This is an optimization exercise on Yosys and OpenROAD, whose aim is small area, a short achievable clock period and few clock cycles per item, not a production implementation. Where RTL was checked, it was by simulation tests only, not by an equivalence proof against the original. No driver is modelled on the clock port, so clocking that relies on it looks cheaper here than on a real chip. Power figures rest on the tool's default switching activity, not on a simulated workload.

## nickel
==> flow/design.v <==
`timescale 1ns/100ps
package cache_pkg;
	localparam int ADDR_W = 32;
	typedef logic [ADDR_W-1:0] addr_t;
	typedef enum logic {
		OP_WRITE = 1'b0,
		OP_READ  = 1'b1
	} cache_op_e;
	typedef enum logic [1:0] {
		IDLE,        
		WRITE_BACK,  
		FILL,        
		DONE         
	} ctrl_state_e;
endpackage
`timescale 1ns/100ps
`timescale 1ns/100ps
`timescale 1ns/100ps
module cache_2way #(
	parameter int WIDTH = 128,
	parameter int DEPTH = 4,
	localparam int BYTES = WIDTH / 8
) (
	input  logic             clk,
	input  logic             reset,
	input  cache_pkg::addr_t addr,
	input  logic             read_write,
	input  logic             master_enable,
	input  logic [BYTES-1:0] byte_enable,
	input  logic [WIDTH-1:0] data_in,
	output logic [WIDTH-1:0] data_out,
	output logic             hit,
	output logic             mem_write_req,
	output cache_pkg::addr_t mem_write_addr,
	output logic [WIDTH-1:0] mem_write_data,
	input  logic             mem_write_ack,
	output logic             mem_read_req,
	output cache_pkg::addr_t mem_read_addr,
	input  logic [WIDTH-1:0] mem_read_data,
	input  logic             mem_read_ack
);
	localparam int OFF_W = $clog2(BYTES);
	localparam int IDX_W = $clog2(DEPTH);
	localparam int TAG_W = cache_pkg::ADDR_W - OFF_W - IDX_W;
	logic [1:0][TAG_W-1:0] tags  [DEPTH];
	logic [1:0][WIDTH-1:0] lines [DEPTH];
	logic [DEPTH-1:0][1:0] valid;
	logic [DEPTH-1:0][1:0] dirty;
	logic                  wb_done;    
	logic                  fill_held;  
	logic [WIDTH-1:0]      fill_buf;
	logic [IDX_W-1:0]      idx;
	logic [TAG_W-1:0]      tag;
	logic                  is_write;
	logic [1:0]            set_dirty;
	logic [1:0][TAG_W-1:0] set_tag;
	logic [WIDTH-1:0]      lru_line;   
	logic [DEPTH-1:0][1:0] match;
	logic [DEPTH-1:0]      set_victim_dirty;
	logic [1:0]            slot_hit;
	logic                  lookup_hit;
	logic                  victim_dirty;
	logic                  fill_ok;
	logic                  wb_ok;
	logic                  commit;
	logic [IDX_W-1:0]      last_idx;   
	logic [WIDTH-1:0]      line_new;
	assign idx      = addr[OFF_W +: IDX_W];
	assign tag      = addr[cache_pkg::ADDR_W-1 -: TAG_W];
	assign is_write = (read_write == cache_pkg::OP_WRITE);
	assign set_dirty = dirty[idx];
	assign set_tag   = tags[idx];
	assign lru_line  = lines[idx][1];
	for (genvar s = 0; s < DEPTH; s++) begin : g_cmp
		for (genvar w = 0; w < 2; w++) begin : g_slot
			assign match[s][w] = valid[s][w] && (tags[s][w] == tag);
		end
		assign set_victim_dirty[s] = valid[s][1] && dirty[s][1];
	end
	assign slot_hit     = match[idx];
	always_comb begin
		lookup_hit = 1'b0;
		for (int s = 0; s < DEPTH; s++)
			lookup_hit = lookup_hit || ((idx == s) && (|match[s]));
	end
	assign victim_dirty = set_victim_dirty[idx];
	assign mem_write_req  = master_enable && !lookup_hit && victim_dirty && !wb_done;
	assign mem_write_addr = {set_tag[1], idx, {OFF_W{1'b0}}};
	assign mem_write_data = lru_line;
	assign mem_read_req   = master_enable && !lookup_hit && !fill_held;
	assign mem_read_addr  = {addr[cache_pkg::ADDR_W-1:OFF_W], {OFF_W{1'b0}}};
	assign fill_ok = fill_held || mem_read_ack;
	assign wb_ok   = !victim_dirty || wb_done || mem_write_ack;
	assign hit     = lookup_hit || (fill_ok && wb_ok);
	assign commit  = master_enable && hit;
	always_comb begin
		for (int b = 0; b < BYTES; b++) begin
			logic wbe;
			wbe = is_write && byte_enable[b];
			line_new[8*b +: 8] = ({8{!reset && wbe}} & data_in[8*b +: 8])
				| ({8{!reset && !wbe && slot_hit[1]}} & lru_line[8*b +: 8])
				| ({8{!reset && !wbe && !lookup_hit && !fill_held}} & mem_read_data[8*b +: 8])
				| ({8{!reset && !wbe && !lookup_hit && fill_held}} & fill_buf[8*b +: 8]);
		end
	end
	for (genvar s = 0; s < DEPTH; s++) begin : g_set
		logic              mru_we;  
		logic              lru_we;  
		logic [BYTES-1:0]  byte_we;
		assign mru_we = (commit && (idx == s)) || (reset && s == 0);
		assign lru_we = commit && (idx == s) && !slot_hit[0];
		for (genvar b = 0; b < BYTES; b++) begin : g_byte
			assign byte_we[b] = mru_we && (!slot_hit[0] || (is_write && byte_enable[b]) || reset);
			always_ff @(posedge clk) begin
				if (byte_we[b])
					lines[s][0][8*b +: 8] <= line_new[8*b +: 8];
			end
		end
		always_ff @(posedge clk) begin
			if (mru_we) begin
				tags[s][0]  <= tag;
				dirty[s][0] <= is_write || (|(slot_hit & set_dirty));
			end
			if (lru_we) begin
				lines[s][1] <= lines[s][0];
				tags[s][1]  <= tags[s][0];
				dirty[s][1] <= dirty[s][0];
			end
		end
		always_ff @(posedge clk) begin
			if (reset) begin
				valid[s] <= '0;
			end else begin
				if (mru_we)
					valid[s][0] <= 1'b1;
				if (lru_we)
					valid[s][1] <= valid[s][0];
			end
		end
	end
	always_ff @(posedge clk) begin
		if (mem_read_ack)
			fill_buf <= mem_read_data;
	end
	always_ff @(posedge clk) begin
		if (reset || commit) begin
			wb_done   <= 1'b0;
			fill_held <= 1'b0;
		end else begin
			if (mem_write_req && mem_write_ack)
				wb_done <= 1'b1;
			if (mem_read_req && mem_read_ack)
				fill_held <= 1'b1;
		end
	end
	always_ff @(posedge clk) begin
		if (reset)
			last_idx <= '0;
		else if (commit)
			last_idx <= idx;
	end
	assign data_out = lines[last_idx][0];
endmodule
export LEC_CHECK = 0
export CAP_MARGIN = 20
export CORE_MARGIN = 2
export CORE_UTILIZATION = 55
export SETUP_SLACK_MARGIN = 1.5
export SLEW_MARGIN = 20
export TNS_END_PERCENT = 5
create_clock -name core_clock -period 5.5 [get_ports {clk}]
standard.sh (not shown) runs the stock make flow with config.mk's settings and CLKGATE_MAP_FILE= SYNTH_SCRIPT=/design/flow/synth_recipe.tcl, a recipe that flattens the netlist after the stock synthesis.
==> flow/flow/run.sh <==
#!/bin/bash
# The standard layout, with these changes made through ORFS's own variables
# and hooks:
# - ports are buffered with the smallest buffer (buf_1) rather than the
#   delay buffer buffer_ports picks by default; timing repair still sizes
#   them up where paths need it;
# - clock tree synthesis clusters more sinks per leaf buffer and inserts no
#   dummy loads;
# - after clock tree synthesis, a few more setup repair passes on the worst
#   paths (flow/post_cts.tcl).
# Each make run writes its full output to a log of its own here, besides
# ORFS's per-step logs under orfs/logs.
set -euo pipefail
export BUFFER_PORTS_ARGS="-buffer_cell sky130_fd_sc_hd__buf_1"
export CTS_ARGS="-sink_clustering_enable -repair_clock_nets -dont_use_dummy_load -sink_clustering_size 26 -sink_clustering_max_diameter 80"
export POST_CTS_TCL="$PWD/flow/post_cts.tcl"
bash standard.sh > standard.log 2>&1
==> flow/flow/post_cts.tcl <==
# Extra setup repair passes after clock tree synthesis, aimed at the worst
# paths only, then legalise the placement again.
estimate_parasitics -placement
for {set i 0} {$i < 3} {incr i} {
  repair_timing -setup -setup_margin 2.0 -repair_tns 0 -verbose
}
detailed_placement
check_placement -verbose
nickel | stages: all done | timing, DRC, antenna: all pass
Input-level comparison between cedar and nickel:
--- a/flow/design.v
+++ b/flow/design.v
@@ -74,15 +74,15 @@
 	for (genvar s = 0; s < DEPTH; s++) begin : g_cmp
 		for (genvar w = 0; w < 2; w++) begin : g_slot
-			assign match[s][w] = valid[s][w] && (tags[s][w] == tag);
+			assign match[s][w] = valid[s][w] && (idx == s) && (tags[s][w] == tag);
 		end
-		assign set_victim_dirty[s] = valid[s][1] && dirty[s][1];
+		assign set_victim_dirty[s] = (idx == s) && valid[s][1] && dirty[s][1];
 	end
-	assign slot_hit     = match[idx];
 	always_comb begin
-		lookup_hit = 1'b0;
+		slot_hit = '0;
 		for (int s = 0; s < DEPTH; s++)
-			lookup_hit = lookup_hit || ((idx == s) && (|match[s]));
+			slot_hit = slot_hit | match[s];
 	end
-	assign victim_dirty = set_victim_dirty[idx];
+	assign lookup_hit   = |slot_hit;
+	assign victim_dirty = |set_victim_dirty;
 	assign mem_write_req  = master_enable && !lookup_hit && victim_dirty && !wb_done;
 	assign mem_write_addr = {set_tag[1], idx, {OFF_W{1'b0}}};
## What came out
- Compared with nickel, cedar shows a higher area growth from synthesis to final layout.
- [compare] base=nickel new=cedar: die outline area went up, number of antenna diodes -7, net switching power closely matched the old numbers.
- Met3 routed wirelength in cedar vs nickel: down 2.2%
- Looking at cell count, cedar sits 2.8% above nickel.
- Between cedar and nickel, it is cedar whose register-to-register slack is higher, by 0.59 ns.
- The final reports for cedar and nickel show global-route wire length before repair higher in the former.
- When cedar is measured against nickel, its final critical-path setup slack turns out 0.68 ns higher.
- Taking nickel as the reference, in cedar internal power summed over all cells went up by 110 uW; hold slack saw an increase; buffering stage count on the worst path with inverters included dropped 1; count of vias placed by the detailed router went up; global routing usage on met2 moved up.
Testbench counts of cedar, summed over its fixed seeds: cycles 43,878, items 24,000.
No functional check of the RTL was part of nickel.

## static timing again, ports no longer ideal
In the flow no input, the clock included, has a driving cell. The finished layouts below were timed again as built, in two steps.
Step 1, drivers: a clkbuf_16 drives clk and a buf_2 each remaining input, both assumed.
Step 2 also shifts input and output timing later by t, the mid clock arrival at the registers, as if the neighbouring blocks saw the same clock.
a / b / c = no drivers / after step 1 / after step 2; a / b = the first two.
| run | t, ns | setup slack, ns | worst setup path after step 2 | latest minus earliest clock arrival (ns) | worst slew at a driven data input, ns |
|---|---|---|---|---|---|
| nickel | 0.775 | 0.820 / 0.778 / 0.328 | input to register | 0.048 / 0.048 | 0.13 |
| cedar | 0.716 | 1.499 / 1.309 / 0.978 | input to register | 0.044 / 0.044 | 0.20 |
After both steps every run listed still meets setup and hold. The setup slack of cedar, which loses most, moves by -0.190 ns with the drivers and by -0.521 ns with both steps.
